From an optimization exercise on the open Yosys and OpenROAD flow, aimed at small area; shortcuts taken in it are not production practice. RTL that was checked went through simulation tests only; none was proved equivalent to the original. No functional check of the RTL was part of run 1.

==> flow/design.v (outline; a module is shown in full before it is edited, if it fits) <==
// module pdm_capture_pipeline: 1940 lines
// module fa_cell: 10 lines
module pdm_capture_pipeline #(
  parameter int CHANNELS   = 4,
  parameter int CIC_ORDER  = 3,
  parameter int CIC_DELAY  = 1,
  parameter int ACC_WIDTH  = 32,
  parameter int PCM_WIDTH  = 16,
  parameter int FIFO_DEPTH = 8,
  localparam int CH_W  = (CHANNELS > 1) ? $clog2(CHANNELS) : 1,
  localparam int CNT_W = $clog2(FIFO_DEPTH) + 1
) (
  input  logic                 clk_i,
  input  logic                 rst_n_i,
  input  logic                 clk_en_i,
  input  logic                 pdm_i,
  input  logic                 pdm_valid_i,
  input  logic [CH_W-1:0]      pdm_channel_i,
  input  logic [6:0]           decimation_i,
  input  logic [4:0]           norm_shift_i,
  input  logic [15:0]          gain_i,
  output logic [PCM_WIDTH-1:0] pcm_o,
  output logic [CH_W-1:0]      pcm_channel_o,
  output logic                 pcm_valid_o,
  input  logic                 pcm_ready_i,
  output logic [CNT_W-1:0]     fifo_count_o,
  output logic                 overflow_o,
  input  logic                 clear_overflow_i
);
  // ...
==> flow/run.sh <==
#!/bin/bash
# synth_recipe.tcl (not shown) runs the flow's synth.tcl, then flattens the netlist and writes it again
# the make line also repeats each setting of config.mk as NAME=value (left out here)
make -C /OpenROAD-flow-scripts/flow DESIGN_CONFIG=/design/flow/config.mk WORK_HOME=/design/flow/orfs CLKGATE_MAP_FILE= SYNTH_SCRIPT=/design/flow/synth_recipe.tcl finish
==> flow/config.mk <==
export PLATFORM = sky130hd
export DESIGN_NAME = pdm_capture_pipeline
export DESIGN_NICKNAME = pdm_capture_pipeline
export VERILOG_FILES = /design/flow/design.v
export SDC_FILE = /design/flow/constraint.sdc
export NUM_CORES = 4
export LEC_CHECK = 0
export ABC_AREA = 1
export CAP_MARGIN = 20
export CORE_MARGIN = 2
export CORE_UTILIZATION = 40
export CTS_BUF_LIST = sky130_fd_sc_hd__clkbuf_16
export CTS_CLUSTER_DIAMETER = 100
export CTS_CLUSTER_SIZE = 30
export SLEW_MARGIN = 20
export SYNTH_HIERARCHICAL = 1
export SYNTH_MINIMUM_KEEP_SIZE = 0
==> flow/constraint.sdc <==
create_clock -name core_clock -period 11.0 [get_ports {clk_i}]
set_input_delay 2.2000 -clock core_clock [delete_from_list [all_inputs] [get_ports {clk_i}]]
set_output_delay 2.2000 -clock core_clock [all_outputs]
set_load 0.01 [all_outputs]
==> out/qor.yml, run 1 <==
run_status:
  outcome: "complete, no violations"
finish:
  layout_commonest_cell: "sky130_fd_sc_hd__nand2_1"
  largest_reg_flops: 128
  final_core_util_pct: 43.32
  n_sequential_cell: 523
  layout.clock_buffers: 26
  most_area_hungry_cell_class_in_the_final_design: "sequential cells"
  buffers: 114
  finished_layout_cell_area_mm2: 0.03339
  nFillCells: 7280
clock_network:
  h-tree-depth: 1
  cts_max_path_buffers: 3
  hold_buffers: 0
  cts.sinks: 523
  worst_setup_hold_path_clk_slew_ns: 0.11
  cts-buffers-inserted: 24
critical_path:
  crit_top_cell: "sky130_fd_sc_hd__fa_1"
  critPathArrivalTime_ns: 10.89
  path_depth: 32
logic_synthesis:
  ys_seq_elements: 523
  netlist_top_cells_area: "sky130_fd_sc_hd__edfxtp_1 42%, sky130_fd_sc_hd__fa_1 15%, sky130_fd_sc_hd__nand2_1 7.6%"
  synthesis.instances: 2803
  synth_area_leader_cell: "sky130_fd_sc_hd__edfxtp_1"
detailed_routing:
  route.met2.wl_mm: 36.71
  route.vias.total: 20300
  initial_drt_pass_iterations: 5
  final_antenna_violating_net_count: 0
  vias_per_cell: 5.280
placed_design:
  gp_congestion: 0.8933
global_routing:
  grt_usage_pct: 18.55
  globalRouteOverflowTotal: 0
  top_usage_layer: "met2"
timing:
  layout_setup_ws_ns: 0.4285
  clock_period_minus_final_worst_setup_slack_ns: 10.57
  report.final.hold_viol_count: 0
  rsz_0062_raised_after_global_routing: "false"
min_path:
  min-delay-path-class: "reg -> reg"
floorplan:
  die_width_um: 282.2
  design.die.area_mm2: 0.07963
==> run 2: changes to the inputs <==
--- a/flow/design.v
+++ b/flow/design.v
@@ -653,60 +653,48 @@
   assign c_13 = ~(r_na[2] & r_na[5]);
   assign c_14 = ~(r_na[2] & r_na[6]);
   assign c_15 = ~(r_na[3] & r_na[4]);
   assign c_16 = ~(r_na[3] & r_na[5]);
   assign c_17 = ~(r_na[3] & r_na[6]);
   assign c_18 = ~(r_na[4] & r_na[5]);
   assign c_19 = ~(r_na[4] & r_na[6]);
   assign c_20 = ~(r_na[5] & r_na[6]);
-  assign c_21 = c_2 ^ c_6;
-  assign c_22 = c_2 & c_6;
-  assign c_23 = c_3 ^ c_7;
-  assign c_24 = c_3 & c_7;
+  ha_cell u_c_21 (.a(c_2), .b(c_6), .s(c_21), .co(c_22));
+  ha_cell u_c_23 (.a(c_3), .b(c_7), .s(c_23), .co(c_24));
   fa_cell u_c_25 (.a(c_4), .b(c_8), .c(c_11), .s(c_25), .co(c_26));
-  assign c_27 = ~r_na[3] ^ ~r_na[6];
-  assign c_28 = ~r_na[3] & ~r_na[6];
-  assign c_29 = c_5 ^ c_9;
-  assign c_30 = c_5 & c_9;
-  assign c_31 = c_10 ^ c_13;
-  assign c_32 = c_10 & c_13;
-  assign c_33 = c_0 ^ ~r_na[1];
-  assign c_34 = c_0 & ~r_na[1];
-  assign c_35 = c_1 ^ ~r_na[3];
-  assign c_36 = c_1 & ~r_na[3];
+  ha_cell u_c_27 (.a(~r_na[3]), .b(~r_na[6]), .s(c_27), .co(c_28));
+  ha_cell u_c_29 (.a(c_5), .b(c_9), .s(c_29), .co(c_30));
+  ha_cell u_c_31 (.a(c_10), .b(c_13), .s(c_31), .co(c_32));
+  ha_cell u_c_33 (.a(c_0), .b(~r_na[1]), .s(c_33), .co(c_34));
+  ha_cell u_c_35 (.a(c_1), .b(~r_na[3]), .s(c_35), .co(c_36));
   assign c_37 = ~(~r_na[2] ^ ~r_na[4]);
   assign c_38 = ~r_na[2] | ~r_na[4];
   assign c_39 = ~(~r_na[5] ^ c_22);
   assign c_40 = ~r_na[5] | c_22;
   assign c_41 = ~(c_24 ^ c_25);
   assign c_42 = c_24 | c_25;
   fa_cell u_c_43 (.a(c_12), .b(c_26), .c(c_28), .s(c_43), .co(c_44));
   fa_cell u_c_45 (.a(c_15), .b(~r_na[4]), .c(c_30), .s(c_45), .co(c_46));
-  assign c_47 = c_14 ^ c_16;
-  assign c_48 = c_14 & c_16;
-  assign c_49 = c_17 ^ c_18;
-  assign c_50 = c_17 & c_18;
-  assign c_51 = ~r_na[0] ^ ~r_na[1];
-  assign c_52 = ~r_na[0] & ~r_na[1];
+  ha_cell u_c_47 (.a(c_14), .b(c_16), .s(c_47), .co(c_48));
+  ha_cell u_c_49 (.a(c_17), .b(c_18), .s(c_49), .co(c_50));
+  ha_cell u_c_51 (.a(~r_na[0]), .b(~r_na[1]), .s(c_51), .co(c_52));
   assign c_53 = ~(~r_na[2] ^ c_33);
   assign c_54 = ~r_na[2] | c_33;
   assign c_55 = ~(c_34 ^ c_35);
   assign c_56 = c_34 | c_35;
   fa_cell u_c_57 (.a(c_21), .b(c_36), .c(c_37), .s(c_57), .co(c_58));
   fa_cell u_c_59 (.a(c_23), .b(c_38), .c(c_39), .s(c_59), .co(c_60));
   fa_cell u_c_61 (.a(c_27), .b(c_40), .c(c_41), .s(c_61), .co(c_62));
   fa_cell u_c_63 (.a(c_29), .b(c_42), .c(c_43), .s(c_63), .co(c_64));
   fa_cell u_c_65 (.a(c_31), .b(c_44), .c(c_45), .s(c_65), .co(c_66));
   fa_cell u_c_67 (.a(c_32), .b(c_46), .c(c_47), .s(c_67), .co(c_68));
   fa_cell u_c_69 (.a(~r_na[5]), .b(c_48), .c(c_49), .s(c_69), .co(c_70));
-  assign c_71 = c_19 ^ c_50;
-  assign c_72 = c_19 & c_50;
-  assign c_73 = c_20 ^ ~r_na[6];
-  assign c_74 = c_20 & ~r_na[6];
+  ha_cell u_c_71 (.a(c_19), .b(c_50), .s(c_71), .co(c_72));
+  ha_cell u_c_73 (.a(c_20), .b(~r_na[6]), .s(c_73), .co(c_74));
   assign c_75 = ~c_51;
   fa_cell u_c_76 (.a(c_52), .b(c_53), .c(c_51), .s(c_76), .co(c_77));
   fa_cell u_c_78 (.a(c_54), .b(c_55), .c(c_77), .s(c_78), .co(c_79));
   fa_cell u_c_80 (.a(c_56), .b(c_57), .c(c_79), .s(c_80), .co(c_81));
   fa_cell u_c_82 (.a(c_58), .b(c_59), .c(c_81), .s(c_82), .co(c_83));
   fa_cell u_c_84 (.a(c_60), .b(c_61), .c(c_83), .s(c_84), .co(c_85));
   fa_cell u_c_86 (.a(c_62), .b(c_63), .c(c_85), .s(c_86), .co(c_87));
   fa_cell u_c_88 (.a(c_64), .b(c_65), .c(c_87), .s(c_88), .co(c_89));
@@ -731,57 +719,47 @@
   assign c_112 = ~(r_i[2] & r_i[5]);
   assign c_113 = ~(r_i[2] & r_i[6]);
   assign c_114 = ~(r_i[3] & r_i[4]);
   assign c_115 = ~(r_i[3] & r_i[5]);
   assign c_116 = ~(r_i[3] & r_i[6]);
   assign c_117 = ~(r_i[4] & r_i[5]);
   assign c_118 = ~(r_i[4] & r_i[6]);
   assign c_119 = ~(r_i[5] & r_i[6]);
-  assign c_120 = c_101 ^ c_105;
-  assign c_121 = c_101 & c_105;
-  assign c_122 = c_102 ^ c_106;
-  assign c_123 = c_102 & c_106;
+  ha_cell u_c_120 (.a(c_101), .b(c_105), .s(c_120), .co(c_121));
+  ha_cell u_c_122 (.a(c_102), .b(c_106), .s(c_122), .co(c_123));
   fa_cell u_c_124 (.a(c_103), .b(c_107), .c(c_110), .s(c_124), .co(c_125));
-  assign c_126 = ~r_i[3] ^ r_i[6];
-  assign c_127 = ~r_i[3] & r_i[6];
+  ha_cell u_c_126 (.a(~r_i[3]), .b(r_i[6]), .s(c_126), .co(c_127));
   fa_cell u_c_128 (.a(c_104), .b(c_108), .c(c_111), .s(c_128), .co(c_129));
-  assign c_130 = c_109 ^ c_112;
-  assign c_131 = c_109 & c_112;
-  assign c_132 = c_99 ^ ~r_i[1];
-  assign c_133 = c_99 & ~r_i[1];
-  assign c_134 = c_100 ^ r_i[3];
-  assign c_135 = c_100 & r_i[3];
+  ha_cell u_c_130 (.a(c_109), .b(c_112), .s(c_130), .co(c_131));
+  ha_cell u_c_132 (.a(c_99), .b(~r_i[1]), .s(c_132), .co(c_133));
+  ha_cell u_c_134 (.a(c_100), .b(r_i[3]), .s(c_134), .co(c_135));
   assign c_136 = ~(~r_i[2] ^ r_i[4]);
   assign c_137 = ~r_i[2] | r_i[4];
   assign c_138 = ~(r_i[5] ^ c_121);
   assign c_139 = r_i[5] | c_121;
   assign c_140 = ~(c_123 ^ c_124);
   assign c_141 = c_123 | c_124;
   assign c_142 = ~(c_125 ^ c_127);
   assign c_143 = c_125 | c_127;
   fa_cell u_c_144 (.a(c_114), .b(~r_i[4]), .c(c_129), .s(c_144), .co(c_145));
-  assign c_146 = c_113 ^ c_115;
-  assign c_147 = c_113 & c_115;
-  assign c_148 = c_116 ^ c_117;
-  assign c_149 = c_116 & c_117;
+  ha_cell u_c_146 (.a(c_113), .b(c_115), .s(c_146), .co(c_147));
+  ha_cell u_c_148 (.a(c_116), .b(c_117), .s(c_148), .co(c_149));
   assign c_150 = ~r_i[2];
   assign c_151 = ~(c_133 ^ c_134);
   assign c_152 = c_133 | c_134;
   fa_cell u_c_153 (.a(c_120), .b(c_135), .c(c_136), .s(c_153), .co(c_154));
   fa_cell u_c_155 (.a(c_122), .b(c_137), .c(c_138), .s(c_155), .co(c_156));
   fa_cell u_c_157 (.a(c_126), .b(c_139), .c(c_140), .s(c_157), .co(c_158));
   fa_cell u_c_159 (.a(c_128), .b(c_141), .c(c_142), .s(c_159), .co(c_160));
   fa_cell u_c_161 (.a(c_130), .b(c_143), .c(c_144), .s(c_161), .co(c_162));
   fa_cell u_c_163 (.a(c_131), .b(c_145), .c(c_146), .s(c_163), .co(c_164));
   fa_cell u_c_165 (.a(~r_i[5]), .b(c_147), .c(c_148), .s(c_165), .co(c_166));
-  assign c_167 = c_118 ^ c_149;
-  assign c_168 = c_118 & c_149;
-  assign c_169 = c_119 ^ ~r_i[6];
-  assign c_170 = c_119 & ~r_i[6];
+  ha_cell u_c_167 (.a(c_118), .b(c_149), .s(c_167), .co(c_168));
+  ha_cell u_c_169 (.a(c_119), .b(~r_i[6]), .s(c_169), .co(c_170));
   assign c_171 = ~r_i[1];
   fa_cell u_c_172 (.a(c_132), .b(c_150), .c(r_i[1]), .s(c_172), .co(c_173));
   fa_cell u_c_174 (.a(r_i[2]), .b(c_151), .c(c_173), .s(c_174), .co(c_175));
   fa_cell u_c_176 (.a(c_152), .b(c_153), .c(c_175), .s(c_176), .co(c_177));
   fa_cell u_c_178 (.a(c_154), .b(c_155), .c(c_177), .s(c_178), .co(c_179));
   fa_cell u_c_180 (.a(c_156), .b(c_157), .c(c_179), .s(c_180), .co(c_181));
   fa_cell u_c_182 (.a(c_158), .b(c_159), .c(c_181), .s(c_182), .co(c_183));
   fa_cell u_c_184 (.a(c_160), .b(c_161), .c(c_183), .s(c_184), .co(c_185));
@@ -930,59 +908,51 @@
   assign c_356 = w_r[2] & w_r[5];
   assign c_357 = w_r[2] & w_r[6];
   assign c_358 = w_r[3] & w_r[4];
   assign c_359 = w_r[3] & w_r[5];
   assign c_360 = w_r[3] & w_r[6];
   assign c_361 = w_r[4] & w_r[5];
   assign c_362 = w_r[4] & w_r[6];
   assign c_363 = w_r[5] & w_r[6];
-  assign c_364 = c_327 ^ c_347;
-  assign c_365 = c_327 & c_347;
-  assign c_366 = c_328 ^ c_348;
-  assign c_367 = c_328 & c_348;
+  ha_cell u_c_364 (.a(c_327), .b(c_347), .s(c_364), .co(c_365));
+  ha_cell u_c_366 (.a(c_328), .b(c_348), .s(c_366), .co(c_367));
   fa_cell u_c_368 (.a(c_329), .b(c_353), .c(c_356), .s(c_368), .co(c_369));
-  assign c_370 = c_323 ^ c_343;
-  assign c_371 = c_323 & c_343;
-  assign c_372 = c_324 ^ c_344;
-  assign c_373 = c_324 & c_344;
+  ha_cell u_c_370 (.a(c_323), .b(c_343), .s(c_370), .co(c_371));
+  ha_cell u_c_372 (.a(c_324), .b(c_344), .s(c_372), .co(c_373));
   fa_cell u_c_374 (.a(c_325), .b(c_345), .c(c_349), .s(c_374), .co(c_375));
-  assign c_376 = w_r[2] ^ c_82;
-  assign c_377 = w_r[2] & c_82;
+  ha_cell u_c_376 (.a(w_r[2]), .b(c_82), .s(c_376), .co(c_377));
   fa_cell u_c_378 (.a(c_326), .b(c_346), .c(c_350), .s(c_378), .co(c_379));
-  assign c_380 = c_84 ^ c_180;
-  assign c_381 = c_84 & c_180;
+  ha_cell u_c_380 (.a(c_84), .b(c_180), .s(c_380), .co(c_381));
   fa_cell u_c_382 (.a(c_351), .b(c_354), .c(w_r[3]), .s(c_382), .co(c_383));
   fa_cell u_c_384 (.a(c_86), .b(c_182), .c(c_364), .s(c_384), .co(c_385));
   fa_cell u_c_386 (.a(c_352), .b(c_355), .c(c_88), .s(c_386), .co(c_387));
   fa_cell u_c_388 (.a(c_184), .b(c_365), .c(c_366), .s(c_388), .co(c_389));
   fa_cell u_c_390 (.a(c_358), .b(w_r[4]), .c(c_90), .s(c_390), .co(c_391));
   fa_cell u_c_392 (.a(c_186), .b(c_367), .c(c_368), .s(c_392), .co(c_393));
   fa_cell u_c_394 (.a(c_330), .b(c_357), .c(c_359), .s(c_394), .co(c_395));
   fa_cell u_c_396 (.a(c_92), .b(c_188), .c(c_369), .s(c_396), .co(c_397));
   fa_cell u_c_398 (.a(c_331), .b(c_360), .c(c_361), .s(c_398), .co(c_399));
   fa_cell u_c_400 (.a(w_r[5]), .b(c_94), .c(c_190), .s(c_400), .co(c_401));
   fa_cell u_c_402 (.a(c_332), .b(c_362), .c(c_96), .s(c_402), .co(c_403));
   fa_cell u_c_404 (.a(c_333), .b(c_363), .c(w_r[6]), .s(c_404), .co(c_405));
-  assign c_406 = c_321 ^ w_r[0];
-  assign c_407 = c_321 & w_r[0];
+  ha_cell u_c_406 (.a(c_321), .b(w_r[0]), .s(c_406), .co(c_407));
   fa_cell u_c_408 (.a(c_322), .b(c_76), .c(c_172), .s(c_408), .co(c_409));
   fa_cell u_c_410 (.a(w_r[1]), .b(c_78), .c(c_174), .s(c_410), .co(c_411));
   fa_cell u_c_412 (.a(c_80), .b(c_176), .c(c_371), .s(c_412), .co(c_413));
   fa_cell u_c_414 (.a(c_178), .b(c_373), .c(c_374), .s(c_414), .co(c_415));
   fa_cell u_c_416 (.a(c_375), .b(c_377), .c(c_378), .s(c_416), .co(c_417));
   fa_cell u_c_418 (.a(c_379), .b(c_381), .c(c_382), .s(c_418), .co(c_419));
   fa_cell u_c_420 (.a(c_383), .b(c_385), .c(c_386), .s(c_420), .co(c_421));
   fa_cell u_c_422 (.a(c_387), .b(c_389), .c(c_390), .s(c_422), .co(c_423));
   fa_cell u_c_424 (.a(c_391), .b(c_393), .c(c_394), .s(c_424), .co(c_425));
   fa_cell u_c_426 (.a(c_395), .b(c_397), .c(c_398), .s(c_426), .co(c_427));
   fa_cell u_c_428 (.a(c_192), .b(c_399), .c(c_401), .s(c_428), .co(c_429));
   fa_cell u_c_430 (.a(c_98), .b(c_194), .c(c_403), .s(c_430), .co(c_431));
-  assign c_432 = c_75 ^ c_171;
-  assign c_433 = c_75 & c_171;
+  ha_cell u_c_432 (.a(c_75), .b(c_171), .s(c_432), .co(c_433));
   assign c_434 = ~(c_407 ^ c_408);
   assign c_435 = c_407 | c_408;
   fa_cell u_c_436 (.a(c_370), .b(c_409), .c(c_410), .s(c_436), .co(c_437));
   fa_cell u_c_438 (.a(c_372), .b(c_411), .c(c_412), .s(c_438), .co(c_439));
   fa_cell u_c_440 (.a(c_376), .b(c_413), .c(c_414), .s(c_440), .co(c_441));
   fa_cell u_c_442 (.a(c_380), .b(c_415), .c(c_416), .s(c_442), .co(c_443));
   fa_cell u_c_444 (.a(c_384), .b(c_417), .c(c_418), .s(c_444), .co(c_445));
   fa_cell u_c_446 (.a(c_388), .b(c_419), .c(c_420), .s(c_446), .co(c_447));
@@ -995,33 +965,31 @@
   assign c_460 = ~c_335;
   assign c_461 = ~c_336;
   assign c_462 = ~c_337;
   assign c_463 = ~c_338;
   assign c_464 = ~c_339;
   assign c_465 = ~c_340;
   assign c_466 = ~c_341;
   assign c_467 = ~c_342;
-  assign c_468 = c_406 ^ c_432;
-  assign c_469 = c_406 & c_432;
+  ha_cell u_c_468 (.a(c_406), .b(c_432), .s(c_468), .co(c_469));
   fa_cell u_c_470 (.a(c_433), .b(c_434), .c(c_469), .s(c_470), .co(c_471));
   fa_cell u_c_472 (.a(c_435), .b(c_436), .c(c_471), .s(c_472), .co(c_473));
   fa_cell u_c_474 (.a(c_437), .b(c_438), .c(c_473), .s(c_474), .co(c_475));
   fa_cell u_c_476 (.a(c_439), .b(c_440), .c(c_475), .s(c_476), .co(c_477));
   fa_cell u_c_478 (.a(c_441), .b(c_442), .c(c_477), .s(c_478), .co(c_479));
   fa_cell u_c_480 (.a(c_443), .b(c_444), .c(c_479), .s(c_480), .co(c_481));
   fa_cell u_c_482 (.a(c_445), .b(c_446), .c(c_481), .s(c_482), .co(c_483));
   fa_cell u_c_484 (.a(c_447), .b(c_448), .c(c_483), .s(c_484), .co(c_485));
   fa_cell u_c_486 (.a(c_449), .b(c_450), .c(c_485), .s(c_486), .co(c_487));
   fa_cell u_c_488 (.a(c_451), .b(c_452), .c(c_487), .s(c_488), .co(c_489));
   fa_cell u_c_490 (.a(c_453), .b(c_454), .c(c_489), .s(c_490), .co(c_491));
   fa_cell u_c_492 (.a(c_455), .b(c_456), .c(c_491), .s(c_492), .co(c_493));
   fa_cell u_c_494 (.a(c_457), .b(c_458), .c(c_493), .s(c_494), .co(c_495));
-  assign c_496 = c_459 ^ c_460;
-  assign c_497 = c_459 & c_460;
+  ha_cell u_c_496 (.a(c_459), .b(c_460), .s(c_496), .co(c_497));
   fa_cell u_c_498 (.a(c_335), .b(c_461), .c(c_497), .s(c_498), .co(c_499));
   fa_cell u_c_500 (.a(c_336), .b(c_462), .c(c_499), .s(c_500), .co(c_501));
   fa_cell u_c_502 (.a(c_337), .b(c_463), .c(c_501), .s(c_502), .co(c_503));
   fa_cell u_c_504 (.a(c_338), .b(c_464), .c(c_503), .s(c_504), .co(c_505));
   fa_cell u_c_506 (.a(c_339), .b(c_465), .c(c_505), .s(c_506), .co(c_507));
   fa_cell u_c_508 (.a(c_340), .b(c_466), .c(c_507), .s(c_508), .co(c_509));
   assign c_510 = c_341 ^ c_467 ^ c_509;
   assign c_511 = ~(c_459 ^ c_460);
@@ -1686,59 +1654,48 @@
   assign m_144 = ((m_133 & gain_i[9]) | (m_134 & gain_i[8])) ^ r_s3_data[15];
   assign m_145 = ((m_133 & gain_i[10]) | (m_134 & gain_i[9])) ^ r_s3_data[15];
   assign m_146 = ((m_133 & gain_i[11]) | (m_134 & gain_i[10])) ^ r_s3_data[15];
   assign m_147 = ((m_133 & gain_i[12]) | (m_134 & gain_i[11])) ^ r_s3_data[15];
   assign m_148 = ((m_133 & gain_i[13]) | (m_134 & gain_i[12])) ^ r_s3_data[15];
   assign m_149 = ((m_133 & gain_i[14]) | (m_134 & gain_i[13])) ^ r_s3_data[15];
   assign m_150 = ((m_133 & gain_i[15]) | (m_134 & gain_i[14])) ^ r_s3_data[15];
   assign m_151 = ~(((m_133 & gain_i[15]) | (m_134 & gain_i[15])) ^ r_s3_data[15]);
-  assign m_152 = m_16 ^ m_33;
-  assign m_153 = m_16 & m_33;
-  assign m_154 = m_12 ^ m_29;
-  assign m_155 = m_12 & m_29;
-  assign m_156 = m_13 ^ m_30;
-  assign m_157 = m_13 & m_30;
+  ha_cell u_m_152 (.a(m_16), .b(m_33), .s(m_152), .co(m_153));
+  ha_cell u_m_154 (.a(m_12), .b(m_29), .s(m_154), .co(m_155));
+  ha_cell u_m_156 (.a(m_13), .b(m_30), .s(m_156), .co(m_157));
   fa_cell u_m_158 (.a(m_14), .b(m_31), .c(m_48), .s(m_158), .co(m_159));
-  assign m_160 = m_65 ^ m_82;
-  assign m_161 = m_65 & m_82;
+  ha_cell u_m_160 (.a(m_65), .b(m_82), .s(m_160), .co(m_161));
   fa_cell u_m_162 (.a(m_15), .b(m_32), .c(m_49), .s(m_162), .co(m_163));
-  assign m_164 = m_66 ^ m_83;
-  assign m_165 = m_66 & m_83;
+  ha_cell u_m_164 (.a(m_66), .b(m_83), .s(m_164), .co(m_165));
   fa_cell u_m_166 (.a(m_50), .b(m_67), .c(m_84), .s(m_166), .co(m_167));
   fa_cell u_m_168 (.a(m_101), .b(m_118), .c(m_135), .s(m_168), .co(m_169));
   assign m_170 = ~r_s3_data[15];
   fa_cell u_m_171 (.a(m_17), .b(m_34), .c(m_51), .s(m_171), .co(m_172));
   fa_cell u_m_173 (.a(m_68), .b(m_85), .c(m_102), .s(m_173), .co(m_174));
   fa_cell u_m_175 (.a(m_119), .b(m_136), .c(m_153), .s(m_175), .co(m_176));
   fa_cell u_m_177 (.a(m_18), .b(m_35), .c(m_52), .s(m_177), .co(m_178));
   fa_cell u_m_179 (.a(m_69), .b(m_86), .c(m_103), .s(m_179), .co(m_180));
   assign m_181 = ~(m_120 ^ m_137);
   assign m_182 = m_120 | m_137;
   fa_cell u_m_183 (.a(m_36), .b(m_53), .c(m_70), .s(m_183), .co(m_184));
   fa_cell u_m_185 (.a(m_87), .b(m_104), .c(m_121), .s(m_185), .co(m_186));
   assign m_187 = ~m_138;
   fa_cell u_m_188 (.a(m_37), .b(m_54), .c(m_71), .s(m_188), .co(m_189));
   fa_cell u_m_190 (.a(m_88), .b(m_105), .c(m_122), .s(m_190), .co(m_191));
   fa_cell u_m_192 (.a(m_55), .b(m_72), .c(m_89), .s(m_192), .co(m_193));
-  assign m_194 = m_106 ^ m_123;
-  assign m_195 = m_106 & m_123;
+  ha_cell u_m_194 (.a(m_106), .b(m_123), .s(m_194), .co(m_195));
   fa_cell u_m_196 (.a(m_56), .b(m_73), .c(m_90), .s(m_196), .co(m_197));
-  assign m_198 = m_74 ^ m_91;
-  assign m_199 = m_74 & m_91;
-  assign m_200 = m_8 ^ m_25;
-  assign m_201 = m_8 & m_25;
-  assign m_202 = m_9 ^ m_26;
-  assign m_203 = m_9 & m_26;
+  ha_cell u_m_198 (.a(m_74), .b(m_91), .s(m_198), .co(m_199));
+  ha_cell u_m_200 (.a(m_8), .b(m_25), .s(m_200), .co(m_201));
+  ha_cell u_m_202 (.a(m_9), .b(m_26), .s(m_202), .co(m_203));
   fa_cell u_m_204 (.a(m_10), .b(m_27), .c(m_44), .s(m_204), .co(m_205));
-  assign m_206 = m_61 ^ m_78;
-  assign m_207 = m_61 & m_78;
+  ha_cell u_m_206 (.a(m_61), .b(m_78), .s(m_206), .co(m_207));
   fa_cell u_m_208 (.a(m_11), .b(m_28), .c(m_45), .s(m_208), .co(m_209));
-  assign m_210 = m_62 ^ m_79;
-  assign m_211 = m_62 & m_79;
+  ha_cell u_m_210 (.a(m_62), .b(m_79), .s(m_210), .co(m_211));
   fa_cell u_m_212 (.a(m_46), .b(m_63), .c(m_80), .s(m_212), .co(m_213));
   fa_cell u_m_214 (.a(m_97), .b(r_s3_data[11]), .c(m_154), .s(m_214), .co(m_215));
   fa_cell u_m_216 (.a(m_47), .b(m_64), .c(m_81), .s(m_216), .co(m_217));
   fa_cell u_m_218 (.a(m_98), .b(m_155), .c(m_156), .s(m_218), .co(m_219));
   fa_cell u_m_220 (.a(m_99), .b(m_116), .c(r_s3_data[13]), .s(m_220), .co(m_221));
   fa_cell u_m_222 (.a(m_157), .b(m_158), .c(m_160), .s(m_222), .co(m_223));
   fa_cell u_m_224 (.a(m_100), .b(m_117), .c(m_159), .s(m_224), .co(m_225));
   fa_cell u_m_226 (.a(m_161), .b(m_162), .c(m_164), .s(m_226), .co(m_227));
@@ -1760,22 +1717,19 @@
   fa_cell u_m_256 (.a(m_108), .b(m_125), .c(m_142), .s(m_256), .co(m_257));
   assign m_258 = ~(m_197 ^ m_198);
   assign m_259 = m_197 | m_198;
   fa_cell u_m_260 (.a(m_75), .b(m_92), .c(m_109), .s(m_260), .co(m_261));
   fa_cell u_m_262 (.a(m_126), .b(m_143), .c(m_199), .s(m_262), .co(m_263));
   fa_cell u_m_264 (.a(m_93), .b(m_110), .c(m_127), .s(m_264), .co(m_265));
   assign m_266 = ~m_144;
   fa_cell u_m_267 (.a(m_94), .b(m_111), .c(m_128), .s(m_267), .co(m_268));
-  assign m_269 = m_112 ^ m_129;
-  assign m_270 = m_112 & m_129;
-  assign m_271 = m_6 ^ m_23;
-  assign m_272 = m_6 & m_23;
-  assign m_273 = m_7 ^ m_24;
-  assign m_274 = m_7 & m_24;
+  ha_cell u_m_269 (.a(m_112), .b(m_129), .s(m_269), .co(m_270));
+  ha_cell u_m_271 (.a(m_6), .b(m_23), .s(m_271), .co(m_272));
+  ha_cell u_m_273 (.a(m_7), .b(m_24), .s(m_273), .co(m_274));
   fa_cell u_m_275 (.a(m_42), .b(m_59), .c(r_s3_data[7]), .s(m_275), .co(m_276));
   fa_cell u_m_277 (.a(m_43), .b(m_60), .c(m_201), .s(m_277), .co(m_278));
   fa_cell u_m_279 (.a(r_s3_data[9]), .b(m_203), .c(m_204), .s(m_279), .co(m_280));
   fa_cell u_m_281 (.a(m_205), .b(m_207), .c(m_208), .s(m_281), .co(m_282));
   fa_cell u_m_283 (.a(m_209), .b(m_211), .c(m_212), .s(m_283), .co(m_284));
   fa_cell u_m_285 (.a(m_213), .b(m_215), .c(m_216), .s(m_285), .co(m_286));
   fa_cell u_m_287 (.a(m_217), .b(m_219), .c(m_220), .s(m_287), .co(m_288));
   fa_cell u_m_289 (.a(m_221), .b(m_223), .c(m_224), .s(m_289), .co(m_290));
@@ -1788,22 +1742,19 @@
   fa_cell u_m_303 (.a(m_249), .b(m_251), .c(m_252), .s(m_303), .co(m_304));
   fa_cell u_m_305 (.a(m_253), .b(m_255), .c(m_256), .s(m_305), .co(m_306));
   fa_cell u_m_307 (.a(m_257), .b(m_259), .c(m_260), .s(m_307), .co(m_308));
   fa_cell u_m_309 (.a(m_261), .b(m_263), .c(m_264), .s(m_309), .co(m_310));
   fa_cell u_m_311 (.a(m_145), .b(m_265), .c(m_144), .s(m_311), .co(m_312));
   assign m_313 = ~(m_146 ^ m_268);
   assign m_314 = m_146 | m_268;
   fa_cell u_m_315 (.a(m_113), .b(m_130), .c(m_147), .s(m_315), .co(m_316));
-  assign m_317 = m_131 ^ m_148;
-  assign m_318 = m_131 & m_148;
-  assign m_319 = m_4 ^ m_21;
-  assign m_320 = m_4 & m_21;
-  assign m_321 = m_5 ^ m_22;
-  assign m_322 = m_5 & m_22;
+  ha_cell u_m_317 (.a(m_131), .b(m_148), .s(m_317), .co(m_318));
+  ha_cell u_m_319 (.a(m_4), .b(m_21), .s(m_319), .co(m_320));
+  ha_cell u_m_321 (.a(m_5), .b(m_22), .s(m_321), .co(m_322));
   fa_cell u_m_323 (.a(m_40), .b(r_s3_data[5]), .c(m_271), .s(m_323), .co(m_324));
   fa_cell u_m_325 (.a(m_41), .b(m_272), .c(m_273), .s(m_325), .co(m_326));
   fa_cell u_m_327 (.a(m_200), .b(m_274), .c(m_275), .s(m_327), .co(m_328));
   fa_cell u_m_329 (.a(m_202), .b(m_276), .c(m_277), .s(m_329), .co(m_330));
   fa_cell u_m_331 (.a(m_206), .b(m_278), .c(m_279), .s(m_331), .co(m_332));
   fa_cell u_m_333 (.a(m_210), .b(m_280), .c(m_281), .s(m_333), .co(m_334));
   fa_cell u_m_335 (.a(m_214), .b(m_282), .c(m_283), .s(m_335), .co(m_336));
   fa_cell u_m_337 (.a(m_218), .b(m_284), .c(m_285), .s(m_337), .co(m_338));
@@ -1846,18 +1797,17 @@
   fa_cell u_m_393 (.a(m_348), .b(m_349), .c(m_392), .s(m_393), .co(m_394));
   fa_cell u_m_395 (.a(m_350), .b(m_351), .c(m_394), .s(m_395), .co(m_396));
   fa_cell u_m_397 (.a(m_352), .b(m_353), .c(m_396), .s(m_397), .co(m_398));
   fa_cell u_m_399 (.a(m_354), .b(m_355), .c(m_398), .s(m_399), .co(m_400));
   fa_cell u_m_401 (.a(m_356), .b(m_357), .c(m_400), .s(m_401), .co(m_402));
   fa_cell u_m_403 (.a(m_358), .b(m_359), .c(m_402), .s(m_403), .co(m_404));
   fa_cell u_m_405 (.a(m_360), .b(m_361), .c(m_404), .s(m_405), .co(m_406));
   fa_cell u_m_407 (.a(m_362), .b(m_363), .c(m_406), .s(m_407), .co(m_408));
-  assign m_409 = m_364 ^ m_365;
-  assign m_410 = m_364 & m_365;
+  ha_cell u_m_409 (.a(m_364), .b(m_365), .s(m_409), .co(m_410));
   fa_cell u_m_411 (.a(m_366), .b(m_367), .c(m_410), .s(m_411), .co(m_412));
   fa_cell u_m_413 (.a(m_368), .b(m_369), .c(m_412), .s(m_413), .co(m_414));
   fa_cell u_m_415 (.a(m_370), .b(m_371), .c(m_414), .s(m_415), .co(m_416));
   fa_cell u_m_417 (.a(m_372), .b(m_373), .c(m_416), .s(m_417), .co(m_418));
   assign m_419 = m_151 ^ m_150 ^ m_418;
   assign m_420 = ~(m_364 ^ m_365);
   assign m_421 = m_364 | m_365;
   fa_cell u_m_422 (.a(m_366), .b(m_367), .c(m_421), .s(m_422), .co(m_423));
@@ -1943,8 +1893,17 @@
   input  logic b,
   input  logic c,
   output logic s,
   output logic co
 );
   assign s  = a ^ b ^ c;
   assign co = (a & b) | (c & (a ^ b));
 endmodule
+module ha_cell (
+  input  logic a,
+  input  logic b,
+  output logic s,
+  output logic co
+);
+  assign s  = a ^ b;
+  assign co = a & b;
+endmodule
==> flow/flow/run.sh (new file) <==
#!/bin/bash
# The standard layout (the standard.sh: standard synthesis, then ORFS to finish), with the
# port buffers that global placement inserts made the smallest buffer cell instead of the
# default choice. Make's full output goes to flow_make.log here; ORFS keeps each step's log
# under orfs/logs/.
set -euo pipefail
export BUFFER_PORTS_ARGS="-buffer_cell sky130_fd_sc_hd__buf_1"
bash standard.sh finish > flow_make.log 2>&1
==> flow/standard.sh (new file) <==
#!/bin/bash
# synth_recipe.tcl (not shown) runs the flow's synth.tcl, then flattens the netlist and writes it again
# the make line also repeats each setting of config.mk as NAME=value (left out here)
make -C /OpenROAD-flow-scripts/flow DESIGN_CONFIG=/design/flow/config.mk WORK_HOME=/design/flow/orfs CLKGATE_MAP_FILE= SYNTH_SCRIPT=/design/flow/synth_recipe.tcl "${@:-finish}"
==> flow/config.mk (replaced) <==
export PLATFORM = sky130hd
export DESIGN_NAME = pdm_capture_pipeline
export DESIGN_NICKNAME = pdm_capture_pipeline
export VERILOG_FILES = /design/flow/design.v
export SDC_FILE = /design/flow/constraint.sdc
export NUM_CORES = 4
export LEC_CHECK = 0
export ABC_AREA = 1
export CAP_MARGIN = 20
export CORE_MARGIN = 2
export CORE_UTILIZATION = 40
export CTS_BUF_LIST = sky130_fd_sc_hd__clkbuf_8
export CTS_CLUSTER_DIAMETER = 60
export CTS_CLUSTER_SIZE = 16
export SLEW_MARGIN = 20
export SYNTH_HIERARCHICAL = 1
export SYNTH_MINIMUM_KEEP_SIZE = 0
removed: flow/run.sh
==> run 2 against run 1 <==
Utilization decreased by 0.11 points. Design area decreased by 1.4%. Clock skew increased by 0.021 ns. Non-clock buffer count decreased by 5.
==> out/qor.yml, run 2 <==
min_path:
  min-delay-path-class: "reg -> reg"  # unchanged
floorplan:
  start_util_pct: 40.54  # was 40.16%
  design.die.area_mm2: 0.07947  # was 0.07963 mm2
  dieHeight_um: 281.9  # was 282.2 um
  placement_rows: 101  # was 102
  io_pins: 61  # unchanged
  floorplan.core_area_mm2: 0.07620  # was 0.07708 mm2
  die_width_um: 281.9  # was 282.2 um
logic_synthesis:
  synth_ff_type: "sky130_fd_sc_hd__edfxtp_1"  # unchanged
  synth_edf_count: 428  # unchanged
  yosys.cell_types.count: 56  # was 55
  synth_area_leader_cell: "sky130_fd_sc_hd__edfxtp_1"  # unchanged
  ys_seq_elements: 523  # unchanged
  synth_top_family_by_area: "adder cells"  # unchanged
  synth_commonest_cells: "596 x sky130_fd_sc_hd__nand2_1, 428 x sky130_fd_sc_hd__edfxtp_1, 239 x sky130_fd_sc_hd__fa_1, 204 x sky130_fd_sc_hd__xor2_1, 199 x sky130_fd_sc_hd__inv_1"  # was 625 x sky130_fd_sc_hd__nand2_1, 428 x sky130_fd_sc_hd__edfxtp_1, 239 x sky130_fd_sc_hd__fa_1, 214 x sky130_fd_sc_hd__inv_1, 195 x sky130_fd_sc_hd__xor2_1
  syn-cell-area_mm2: 0.03089  # was 0.03095 mm2
  seq_area_frac_synth_pct: 48.08  # was 47.99%
  synth.area.mux_share_pct: 0.2916  # was 0.2587%
  async_reset_ff_share_pct: 3.824  # unchanged
  synthAdderAreaFrac_pct: 18.77  # was 18.81%
  netlist_top_cells_area: "sky130_fd_sc_hd__edfxtp_1 42%, sky130_fd_sc_hd__fa_1 15%, sky130_fd_sc_hd__nand2_1 7.2%"  # was sky130_fd_sc_hd__edfxtp_1 42%, sky130_fd_sc_hd__fa_1 15%, sky130_fd_sc_hd__nand2_1 7.6%
  yosys_warnings: 11  # unchanged
  avgSynthCellArea_um2: 11.12  # was 11.04 um2
  yosys.area.top_type_share_pct: 41.60  # was 41.52%
  synthMostInstantiatedCell: "sky130_fd_sc_hd__nand2_1"  # unchanged
  synth_xor_xnor_area_share_pct: 6.493  # was 6.467%
  synthesis.instances: 2777  # was 2803
  compound_cell_area_share_of_the_yosys_netlist_pct: 10.34  # was 9.907%
  post_syn_nets: 3134  # was 3162
  post_synth_and_or_nand_nor_area_fraction_pct: 10.94  # was 11.46%
timing:
  whs_ns: 0.3275  # was 0.3391 ns
  final-max-slew-violation-count: 0  # unchanged
  setup_viol: 0  # unchanged
  layout_setup_ws_ns: 0.5181  # was 0.4285 ns
  setup_total_negative_slack_ns: 0  # unchanged
  clock_period_minus_final_worst_setup_slack_ns: 10.48  # was 10.57 ns
  fin_crit_sh_pct: 95.29  # was 96.10%
  fin_worst_skew_ns: 0.04787  # was 0.02695 ns
  report.final.hold_viol_count: 0  # unchanged
  slew-limit-headroom_pct: 34.50  # was 34.77%
  worst_margin_pin_slew_ns: 0.9825  # was 0.9785 ns
  max_clock_freq_mhz: 95.40  # was 94.59 MHz
  rsz_0062_raised_after_global_routing: "false"  # unchanged
clock_network:
  h-tree-depth: 2  # was 1
  cts.sinks: 523  # unchanged
  worst_setup_hold_path_clk_slew_ns: 0.10  # was 0.11 ns
  cts_max_path_buffers: 3  # unchanged
  tritoncts: "built"  # unchanged
  clockRootBuffer: "sky130_fd_sc_hd__clkbuf_8"  # was sky130_fd_sc_hd__clkbuf_16
  clock_latency_ns: 0.66  # was 0.59 ns
  cts-buffers-inserted: 43  # was 24
global_routing:
  globalRouteOverflowTotal: 0  # unchanged
  grt_start_max_net_pins: 77  # was 75
  grt_pass1_wl_mm: 117.0  # was 116.5 mm
  via_count_of_the_first_global_routing_pass: 20720  # was 20760
  initial_antenna_violation_count: 2  # was 0
  grt_usage_pct: 18.92  # was 18.55%
finish:
  num-nets-final: 3128  # was 3146
  layout_common_cells: "595 x sky130_fd_sc_hd__nand2_1, 428 x sky130_fd_sc_hd__edfxtp_1, 239 x sky130_fd_sc_hd__fa_1"  # was 625 x sky130_fd_sc_hd__nand2_1, 428 x sky130_fd_sc_hd__edfxtp_1, 239 x sky130_fd_sc_hd__fa_1
  areaGrowthSynthToFinish_pct: 6.594  # was 7.882%
  largest_reg_flops: 128  # unchanged
  n_antenna_cell: 0  # unchanged
  sequential_cell_area_mm2: 0.01488  # was 0.01487 mm2
  nFillCells: 7180  # was 7280
  multi_input_comb_area_mm2: 0.01449  # was 0.01454 mm2
  layout_commonest_cell: "sky130_fd_sc_hd__nand2_1"  # unchanged
  layout-drive-gt1-share_pct: 6.308  # was 5.490%
detailed_routing:
  vias_per_cell: 5.292  # was 5.280
  initial_drt_pass_iterations: 6  # was 5
  finalWirelength_mm: 74.70  # was 73.39 mm
  wire_per_inst_um: 19.47  # was 19.09 um
  final_antenna_violating_net_count: 0  # unchanged
  route.vias.total: 20300  # about the same
  dr.first_iter.drc_count: 1447  # was 1564
  detail_route.drc_violations: 0  # unchanged
critical_path:
  worstSetupEndpointType: "flip-flop"  # unchanged
  cp-start-kind: "flip-flop"  # unchanged
  crit_top_cell: "sky130_fd_sc_hd__fa_1"  # unchanged
  critPathMaxFanout: 7  # was 9
  crit_required_ns: 11.38  # was 11.32 ns
  timing.critical_path.slowest_cell_delay_ns: 0.50  # was 0.57 ns
  critPathArrivalTime_ns: 10.86  # was 10.89 ns
  critical_path_class: "reg -> reg"  # unchanged
  slowest_stage: "sky130_fd_sc_hd__fa_1"  # unchanged
placed_design:
  detailedPlace.worstSlack_ns: 0.5281  # was 0.4336 ns
  hpwl_mm: 50.73  # was 50.77 mm
  gp_congestion: 0.9043  # was 0.8933
  port_buffers: 60  # unchanged
job:
  timing.max_cap.violations: 0  # unchanged
run_status:
  outcome: "complete, no violations"  # unchanged
-- run 2: cell count changes after synthesis, sizes merged, moves of 6 or more --
cell    previous run  this run
clkbuf            75       100
nand2            631       607
buf               81        60
nand3             43        34
nor2             134       127
o211ai            13        20
a22o              39        45
o22ai            127       121
xor2             198       204
-- run 2: worst paths after layout --
path / cells after the start / endpoint / start / slack, ns
max: 33 / r_y[2][21] / r_na[0] / 0.52
min: 0 / r_s4_ch[1] / r_s3_ch[1] / 0.33
max reg2reg: 33 / r_y[2][21] / r_na[0] / 0.52
min in group asynchronous: 2 / r_in_sel[1] / rst_n_i / 1.52
min reg2reg: 0 / r_s4_ch[1] / r_s3_ch[1] / 0.33
max in group asynchronous: 2 / r_in_sel[3] / rst_n_i / 9.22
-- run 2: critical path: cells and delay by family, from the launching register on --
| kind | cells | cell delay [ns] |
|---|---|---|
| multiplexers | 1 | 0.18 |
| AND/OR/NAND/NOR | 3 | 0.28 |
| adder cells (fa/ha/maj) | 23 | 8.82 |
| flip-flops | 1 | 0.45 |
| XOR/XNOR | 2 | 0.26 |
| buffers and inverters | 4 | 0.24 |
-- run 2: cell families (layout without fill, tap and decap cells) --
logic type / count (synthesis) / in the layout
fa+ha+maj: 320 / 320
flops: 523 / 523
buf+inv: 390 / 419
compound gates: 479 / 479
mux: 9 / 9
xor+xnor: 229 / 229
simple gates: 827 / 827
-- run 2: per-module statistics from Yosys, one instance, submodules excluded --
module | flops+latches | cells inside
fa_cell | 0 | 1
pdm_capture_pipeline | 523 | 2490
ha_cell | 0 | 1
-- run 2: cell type report --
type	instances	share of cell area, %
sequential	523	45.17
inverter	230	2.622
timing repair buffer	109	1.801
tap	1030	3.914
clock buffer	45	1.881
multi-input combinational	1864	44.00
clock inverter	35	0.6079
-- run 2: per-stage QoR --
stage          instance area [um2]  utilization, %  instances
6_report                     32930           43.21       3836
5_1_grt                      32930           43.21       3836
4_1_cts                      32920           43.20       3836
3_5_place_dp                 32100           42.12       3756
3_3_place_gp                 32100           42.12       3756
2_1_floorplan                30890               -       2777
-- run 2: what timing repair did --
action,CTS,global route
resized for setup,0,1
setup endpoints to repair,0,4
buffers inserted,0,0
hold buffers,0,0
-- run 2: per-layer routing --
layer	track usage (%)	vias up	wire, um	part of all wire [%]
li1	-	9483	-	-
met1	24.47	10210	32030	43
met2	33.19	503	37590	50
met3	2.942	104	3568	4.8
met4	4.624	0	1505	2.0
met5	0	-	0	0
==> run 3: changes to the inputs <==
==> flow/run.sh (new file) <==
#!/bin/bash
# synth_recipe.tcl (not shown) runs the flow's synth.tcl, then flattens the netlist and writes it again
# the make line also repeats each setting of config.mk as NAME=value (left out here)
make -C /OpenROAD-flow-scripts/flow DESIGN_CONFIG=/design/flow/config.mk WORK_HOME=/design/flow/orfs CLKGATE_MAP_FILE= SYNTH_SCRIPT=/design/flow/synth_recipe.tcl finish
--- a/flow/config.mk
+++ b/flow/config.mk
@@ -14,2 +14,3 @@
 export CTS_CLUSTER_SIZE = 16
+export GPL_TIMING_DRIVEN = 0
 export SLEW_MARGIN = 20
removed: flow/flow/run.sh
removed: flow/standard.sh
==> run 3 against run 2 <==
Critical path type unchanged. Register-to-register slack worse by 0.12 ns. Global-route usage up 1.5 points. Worst hold slack better by 0.0054 ns. Flip-flop and latch count unchanged. Via count up 3.1%. Sequential share of layout area down 1.3 points. Non-clock buffer count up 111.
==> out/qor.yml, run 3 <==
min_path:
  hold_path_depth: 0  # unchanged
  hold_end: "r_s4_ch[0]"  # was r_s4_ch[1]
  hold_start: "r_s3_ch[0]"  # was r_s3_ch[1]
  min-delay-path-class: "reg -> reg"  # unchanged
detailed_routing:
  finalWirelength_mm: 80.68  # was 74.70 mm
  dr.first_iter.drc_count: 1409  # was 1447
  initial_drt_pass_iterations: 5  # was 6
  wire_per_inst_um: 20.42  # was 19.47 um
  vias_per_cell: 5.297  # was 5.292
  route.vias.total: 20930  # was 20300
  final_antenna_violating_net_count: 0  # unchanged
  detail_route.drc_violations: 0  # unchanged
finish:
  areaGrowthSynthToFinish_pct: 9.603  # was 6.594%
  layout-drive-gt1-share_pct: 6.676  # was 6.308%
  stdcell_count: 3952  # was 3836
  layout_commonest_cell: "sky130_fd_sc_hd__nand2_1"  # unchanged
  layout_common_cells: "596 x sky130_fd_sc_hd__nand2_1, 428 x sky130_fd_sc_hd__edfxtp_1, 239 x sky130_fd_sc_hd__fa_1"  # was 595 x sky130_fd_sc_hd__nand2_1, 428 x sky130_fd_sc_hd__edfxtp_1, 239 x sky130_fd_sc_hd__fa_1
  largest_reg_flops: 128  # unchanged
  num-nets-final: 3241  # was 3128
  nFillCells: 7094  # was 7180
  final_core_util_pct: 44.43  # was 43.21%
logic_synthesis:
  synthesis.instances: 2777  # unchanged
  avgSynthCellArea_um2: 11.12  # unchanged
  syn-cell-area_mm2: 0.03089  # unchanged
  netlist_top_cells_area: "sky130_fd_sc_hd__edfxtp_1 42%, sky130_fd_sc_hd__fa_1 15%, sky130_fd_sc_hd__nand2_1 7.2%"  # unchanged
  seq_area_frac_synth_pct: 48.08  # unchanged
  synth_edf_count: 428  # unchanged
  synth_commonest_cells: "596 x sky130_fd_sc_hd__nand2_1, 428 x sky130_fd_sc_hd__edfxtp_1, 239 x sky130_fd_sc_hd__fa_1, 204 x sky130_fd_sc_hd__xor2_1, 199 x sky130_fd_sc_hd__inv_1"  # unchanged
  yosys_warnings: 11  # unchanged
  ys_seq_elements: 523  # unchanged
  yosys.area.top_type_share_pct: 41.60  # unchanged
  synthMostInstantiatedCell: "sky130_fd_sc_hd__nand2_1"  # unchanged
  synth_ff_type: "sky130_fd_sc_hd__edfxtp_1"  # unchanged
  synth_area_leader_cell: "sky130_fd_sc_hd__edfxtp_1"  # unchanged
  yosys.cell_types.count: 56  # unchanged
  async_reset_ff_share_pct: 3.824  # unchanged
  post_syn_nets: 3134  # unchanged
timing:
  rsz_0062_raised_after_global_routing: "false"  # unchanged
  layout_setup_ws_ns: 0.3955  # was 0.5181 ns
  slew-limit-headroom_pct: 40.64  # was 34.50%
  worst_margin_pin_slew_ns: 0.8905  # was 0.9825 ns
  whs_ns: 0.3329  # was 0.3275 ns
  setup_viol: 0  # unchanged
  clock_period_minus_final_worst_setup_slack_ns: 10.60  # was 10.48 ns
  fin_crit_sh_pct: 96.40  # was 95.29%
  fin_worst_skew_ns: 0.04423  # was 0.04787 ns
  final-max-slew-violation-count: 0  # unchanged
  max_clock_freq_mhz: 94.30  # was 95.40 MHz
  report.final.hold_viol_count: 0  # unchanged
clock_network:
  worst_setup_hold_path_clk_slew_ns: 0.09  # was 0.10 ns
  cts-buffers-inserted: 45  # was 43
  clockRootBuffer: "sky130_fd_sc_hd__clkbuf_8"  # unchanged
  postCtsSetupBuffers: 0  # unchanged
  cts.sinks: 523  # unchanged
  tritoncts: "built"  # unchanged
  cts_max_path_buffers: 3  # unchanged
  clock_latency_ns: 0.68  # was 0.66 ns
  h-tree-depth: 2  # unchanged
  hold_buffers: 0  # unchanged
  cts_repair_resize_count: 0  # unchanged
job:
  timing.max_cap.violations: 0  # unchanged
floorplan:
  start_util_pct: 40.54  # unchanged
  placement_rows: 101  # unchanged
  die_width_um: 281.9  # unchanged
  floorplan.core_area_mm2: 0.07620  # unchanged
  io_pins: 61  # unchanged
  dieHeight_um: 281.9  # unchanged
  design.die.area_mm2: 0.07947  # unchanged
critical_path:
  worstSetupEndpointType: "flip-flop"  # unchanged
  timing.rr.end: "r_y[3][21]"  # was r_y[2][21]
  cp-start-kind: "flip-flop"  # unchanged
  r2r_setup_slack_ns: 0.40  # was 0.52 ns
  crit_top_cell: "sky130_fd_sc_hd__fa_1"  # unchanged
  reg2reg_from: "r_na[1]"  # was r_na[0]
  timing.critical_path.slowest_cell_delay_ns: 0.57  # was 0.50 ns
  crit_required_ns: 11.40  # was 11.38 ns
  critical_path_class: "reg -> reg"  # unchanged
  critPathArrivalTime_ns: 11.00  # was 10.86 ns
  ff2ff_path_depth: 33  # unchanged
  critPathMaxFanout: 8  # was 7
  slowest_stage: "sky130_fd_sc_hd__fa_1"  # unchanged
global_routing:
  grt_pass1_wl_mm: 124.6  # was 117.0 mm
  via_count_of_the_first_global_routing_pass: 21820  # was 20720
  grt_usage_pct: 20.42  # was 18.92%
  grt_start_max_net_pins: 44  # was 77
  initial_antenna_violation_count: 1  # was 2
  globalRouteOverflowTotal: 0  # unchanged
placed_design:
  hpwl_mm: 59.14  # was 50.73 mm
  gp_congestion: 0.9029  # was 0.9043
  placed_cells: 3868  # was 3756
  detailedPlace.worstSlack_ns: 0.1333  # was 0.5281 ns
  port_buffers: 54  # was 60
run_status:
  outcome: "complete, no violations"  # unchanged
==> run 3: area by class of cell <==
class / count / area (um2) / share of cell area (%)
flip-flops and latches: 523 / 14870 / 43.92
multi-input cells: 1864 / 14510 / 42.87
well taps: 1030 / 1289 / 3.806
inverters: 230 / 863.3 / 2.550
plain buffers: 159 / 701.9 / 2.073
repair buffers: 61 / 675.6 / 1.995
clock buffers: 45 / 619.3 / 1.829
clock inverters: 39 / 324.1 / 0.9571
diodes: 1 / 2.502 / 0.007391
==> run 3: Yosys stat by module, one instance, submodules excluded <==
module / cells / flops+latches / area (um2)
ha_cell: 1 / 0 / 12.51
fa_cell: 1 / 0 / 20.02
pdm_capture_pipeline: 2490 / 523 / 25520
==> run 3: layer usage <==
layer / vias to the layer above / GRT usage (%) / share of wire, %
met4: 0 / 6.588 / 3.0
met3: 142 / 2.693 / 5.2
met5: - / 0 / 0
met2: 649 / 35.67 / 50
met1: 10420 / 26.22 / 42
li1: 9724 / - / -
==> run 3: how the worst max path moves through the flow <==
stage / from / endpoint / slack (ns)
after floorplan: r_in_sel[3] / r_p1[0][21] / 1.08
final: r_na[1] / r_y[3][21] / 0.40
after detailed placement: gain_i[13] / r_s4_data[15] / 0.13
after CTS: r_na[1] / r_y[3][21] / 0.28
after global placement: r_in_sel[3] / r_y[3][14] / -1.38
after global routing: r_na[1] / r_y[3][21] / 0.003
==> run 3: logic make-up after synthesis <==
kind of cell	Yosys count	share of synthesized area, %
AO/OA/AOI/OAI	479	10.34
XOR/XNOR	229	6.492
adder cells (fa/ha/maj)	320	18.77
buffers and inverters	390	5.079
flip-flops	523	48.08
multiplexers	9	0.2916
AND/OR/NAND/NOR	827	10.94
==> run 3: metrics by stage <==
stage / instance area (um2) / setup TNS (ns)
6_report: 33860 / 0
5_1_grt: 33860 / 0
4_1_cts: 33860 / 0
3_5_place_dp: 32920 / 0
3_3_place_gp: 32720 / -87.83
2_1_floorplan: 30890 / 0
==> run 3: critical path: cells and delay by family (launching register included) <==
| kind | cells | cell delay (ns) |
|---|---|---|
| XOR/XNOR | 2 | 0.25 |
| buffers and inverters | 5 | 0.34 |
| flip-flops | 1 | 0.49 |
| AND/OR/NAND/NOR | 2 | 0.20 |
| multiplexers | 1 | 0.18 |
| adder cells (fa/ha/maj) | 23 | 8.87 |
==> run 4: changes to the inputs <==
--- a/flow/config.mk
+++ b/flow/config.mk
@@ -14,3 +14,2 @@
 export CTS_CLUSTER_SIZE = 16
-export GPL_TIMING_DRIVEN = 0
 export SLEW_MARGIN = 20
==> run 4 against run 3 <==
Flip-flop and latch count unchanged. First-iteration DRC count down 5.3%. Area after synthesis unchanged. Worst hold slack better by 0.0046 ns. Die area unchanged. Critical endpoint is now r_p1[2][21]. Largest cell class unchanged.
==> out/qor.yml, run 4 <==
timing:
  report.final.hold_viol_count: 0  # unchanged
  setup_total_negative_slack_ns: 0  # unchanged
  final-max-slew-violation-count: 0  # unchanged
  fin_crit_sh_pct: 95.67  # was 96.40%
  rsz_0062_raised_after_global_routing: "false"  # unchanged
  max_clock_freq_mhz: 95.02  # was 94.30 MHz
  layout_setup_ws_ns: 0.4764  # was 0.3955 ns
  clock_period_minus_final_worst_setup_slack_ns: 10.52  # was 10.60 ns
  slew-limit-headroom_pct: 35.27  # was 40.64%
  setup_viol: 0  # unchanged
  fin_worst_skew_ns: 0.04922  # was 0.04423 ns
  worst_margin_pin_slew_ns: 0.9709  # was 0.8905 ns
critical_path:
  r2r_setup_slack_ns: 0.48  # was 0.40 ns
  reg2reg_from: "r_na[1]"  # unchanged
  worstSetupEndpoint: "r_p1[2][21]"  # was r_y[3][21]
  critPathArrivalTime_ns: 10.90  # was 11.00 ns
  ff2ff_path_depth: 33  # unchanged
  critPathMaxFanout: 8  # unchanged
  startpoint_of_the_worst_setup_timing_path: "r_na[1]"  # unchanged
  crit_required_ns: 11.37  # was 11.40 ns
  slowest_stage: "sky130_fd_sc_hd__fa_1"  # unchanged
  critical_path_class: "reg -> reg"  # unchanged
  crit_top_cell: "sky130_fd_sc_hd__fa_1"  # unchanged
  cp-start-kind: "flip-flop"  # unchanged
  timing.critical_path.slowest_cell_delay_ns: 0.57  # about the same
  worstSetupEndpointType: "flip-flop"  # unchanged
  timing.rr.end: "r_p1[2][21]"  # was r_y[3][21]
detailed_routing:
  finalWirelength_mm: 75.51  # was 80.68 mm
  vias_per_cell: 5.295  # was 5.297
  route.vias.total: 20400  # was 20930
  final_antenna_violating_net_count: 0  # unchanged
  detail_route.drc_violations: 0  # unchanged
  initial_drt_pass_iterations: 5  # unchanged
  wire_per_inst_um: 19.60  # was 20.42 um
  dr.first_iter.drc_count: 1335  # was 1409
finish:
  largest_reg_flops: 128  # unchanged
  layout-drive-gt1-share_pct: 6.943  # was 6.676%
  areaGrowthSynthToFinish_pct: 8.477  # was 9.603%
  finished_layout_cell_area_mm2: 0.03351  # was 0.03386 mm2
  n_antenna_cell: 0  # was 1
  num-nets-final: 3145  # was 3241
  layout_common_cells: "595 x sky130_fd_sc_hd__nand2_1, 428 x sky130_fd_sc_hd__edfxtp_1, 239 x sky130_fd_sc_hd__fa_1"  # was 596 x sky130_fd_sc_hd__nand2_1, 428 x sky130_fd_sc_hd__edfxtp_1, 239 x sky130_fd_sc_hd__fa_1
  nFillCells: 7094  # unchanged
  layout_commonest_cell: "sky130_fd_sc_hd__nand2_1"  # unchanged
global_routing:
  grt_pass1_wl_mm: 119.4  # was 124.6 mm
  globalRouteOverflowTotal: 0  # unchanged
  grt_usage_pct: 19.20  # was 20.42%
  grt_start_max_net_pins: 76  # was 44
  initial_antenna_violation_count: 1  # unchanged
  via_count_of_the_first_global_routing_pass: 21400  # was 21820
clock_network:
  cts_max_path_buffers: 3  # unchanged
  tritoncts: "built"  # unchanged
  hold_buffers: 0  # unchanged
  cts-buffers-inserted: 43  # was 45
  clock_latency_ns: 0.67  # was 0.68 ns
  cts_repair_resize_count: 0  # unchanged
  postCtsSetupBuffers: 0  # unchanged
  cts.sinks: 523  # unchanged
  clockRootBuffer: "sky130_fd_sc_hd__clkbuf_8"  # unchanged
  h-tree-depth: 2  # unchanged
  worst_setup_hold_path_clk_slew_ns: 0.10  # was 0.09 ns
floorplan:
  io_pins: 61  # unchanged
  die_width_um: 281.9  # unchanged
  start_util_pct: 40.54  # unchanged
  dieHeight_um: 281.9  # unchanged
  placement_rows: 101  # unchanged
  floorplan.core_area_mm2: 0.07620  # unchanged
  design.die.area_mm2: 0.07947  # unchanged
logic_synthesis:
  yosys.area.top_type_share_pct: 41.60  # unchanged
  synth_edf_count: 428  # unchanged
  yosys.cell_types.count: 56  # unchanged
  yosys_warnings: 11  # unchanged
  syn-cell-area_mm2: 0.03089  # unchanged
  synth_area_leader_cell: "sky130_fd_sc_hd__edfxtp_1"  # unchanged
  synthMostInstantiatedCell: "sky130_fd_sc_hd__nand2_1"  # unchanged
  async_reset_ff_share_pct: 3.824  # unchanged
  seq_area_frac_synth_pct: 48.08  # unchanged
  netlist_top_cells_area: "sky130_fd_sc_hd__edfxtp_1 42%, sky130_fd_sc_hd__fa_1 15%, sky130_fd_sc_hd__nand2_1 7.2%"  # unchanged
  synthesis.instances: 2777  # unchanged
  ys_seq_elements: 523  # unchanged
  synth_commonest_cells: "596 x sky130_fd_sc_hd__nand2_1, 428 x sky130_fd_sc_hd__edfxtp_1, 239 x sky130_fd_sc_hd__fa_1, 204 x sky130_fd_sc_hd__xor2_1, 199 x sky130_fd_sc_hd__inv_1"  # unchanged
  avgSynthCellArea_um2: 11.12  # unchanged
  post_syn_nets: 3134  # unchanged
  synth_ff_type: "sky130_fd_sc_hd__edfxtp_1"  # unchanged
min_path:
  hold_start: "r_s2_ch[0]"  # was r_s3_ch[0]
  min-delay-path-class: "reg -> reg"  # unchanged
job:
  timing.max_cap.violations: 0  # unchanged
placed_design:
  detailedPlace.worstSlack_ns: 0.3582  # was 0.1333 ns
  gp_congestion: 0.8731  # was 0.9029
  port_buffers: 60  # was 54
  hpwl_mm: 51.81  # was 59.14 mm
  placedInstanceArea_mm2: 0.03260  # was 0.03292 mm2
run_status:
  outcome: "complete, no violations"  # unchanged
run 4: cell counts after synthesis:
No cell type changed its count.
run 4: layout make-up:
type / instances / area, um2 / share of cell area (%)
clock buffer: 46 / 633.1 / 1.889
clock inverter: 34 / 271.5 / 0.8102
inverter: 230 / 863.3 / 2.576
multi-input combinational: 1864 / 14490 / 43.24
sequential: 523 / 14870 / 44.39
tap: 1030 / 1289 / 3.846
timing repair buffer: 126 / 1091 / 3.256
run 4: logic make-up (layout without fill, tap and decap cells):
kind of cell    after synthesis  count (layout)  synth area share, %
mux                           9               9               0.2916
simple gates                827             827                10.94
compound gates              479             479                10.34
buf+inv                     390             436                5.079
xor+xnor                    229             229                6.492
flops                       523             523                48.08
fa+ha+maj                   320             320                18.77
run 4: stage by stage:
step / hold slack, ns / utilization, % / std cells
3_3_place_gp: 0.3122 / 42.78 / 3773
2_1_floorplan: 0.3096 / - / 2777
3_5_place_dp: 0.3193 / 42.78 / 3773
6_report: 0.3374 / 43.98 / 3853
5_1_grt: 0.3506 / 43.98 / 3853
4_1_cts: 0.3423 / 43.97 / 3853
run 4: worst max-delay path, delay by kind of cell (launching register included):
family | cells | cell delay (ns)
flip-flops | 1 | 0.47
buffers and inverters | 4 | 0.21
AND/OR/NAND/NOR | 3 | 0.29
XOR/XNOR | 2 | 0.25
multiplexers | 1 | 0.18
adder cells (fa/ha/maj) | 23 | 8.84
run 4: how the worst min path moves through the flow:
stage	end	slack [ns]	cells after the start
6_report	r_s3_ch[0]	0.34	0
5_1_grt	r_s3_ch[1]	0.35	0
4_1_cts	r_s3_ch[0]	0.34	0
3_5_place_dp	r_s3_ch[0]	0.32	0
3_3_place_gp	r_s3_ch[1]	0.31	0
2_1_floorplan	r_s3_ch[0]	0.31	0
run 4: per-layer routing:
metal  wire, um  global-route usage (%)  up-vias  part of all wire [%]
li1           -                       -     9514                     -
met3       3498                   2.428      112                   4.6
met4       1800                   5.019        0                   2.4
met2      38250                   34.31      510                    51
met1      31960                   24.52    10270                    42
met5          0                       0        -                     0
run 4: per-module statistics from Yosys (local to each module, per instance):
module,cells inside,flip-flops and latches,times used
pdm_capture_pipeline,2490,523,1
fa_cell,1,0,237
ha_cell,1,0,50

-- port drivers added, routing unchanged --
Ports are ideal in the flow. The routed layouts listed here were re-timed in OpenROAD.
Step 1 sets driving cells, clkbuf_16 on the clock port and buf_2 on the other inputs (assumed; they add their load-dependent delay and slew).
Step 2 moves the port delays by t, midway between the first and last clock arrival at a register: inputs arrive t later, outputs are due t later. That takes back most of the time a late clock gives input paths.
Slacks: ideal ports / drivers / drivers and shift; pairs: ideal ports / drivers.
run	t, ns	setup WS [ns]	latest minus earliest clock arrival (ns)
run 1	0.630	0.428 / 0.428 / 0.382	0.034 / 0.034
run 2	0.686	0.518 / 0.518 / 0.518	0.049 / 0.049
run 3	0.720	0.395 / 0.395 / 0.177	0.045 / 0.045
run 4	0.698	0.476 / 0.476 / 0.401	0.051 / 0.051
After both steps setup and hold are still met in every run listed. The setup slack of run 3, which loses most, moves by 0.000 ns with the drivers and by -0.218 ns with both steps.
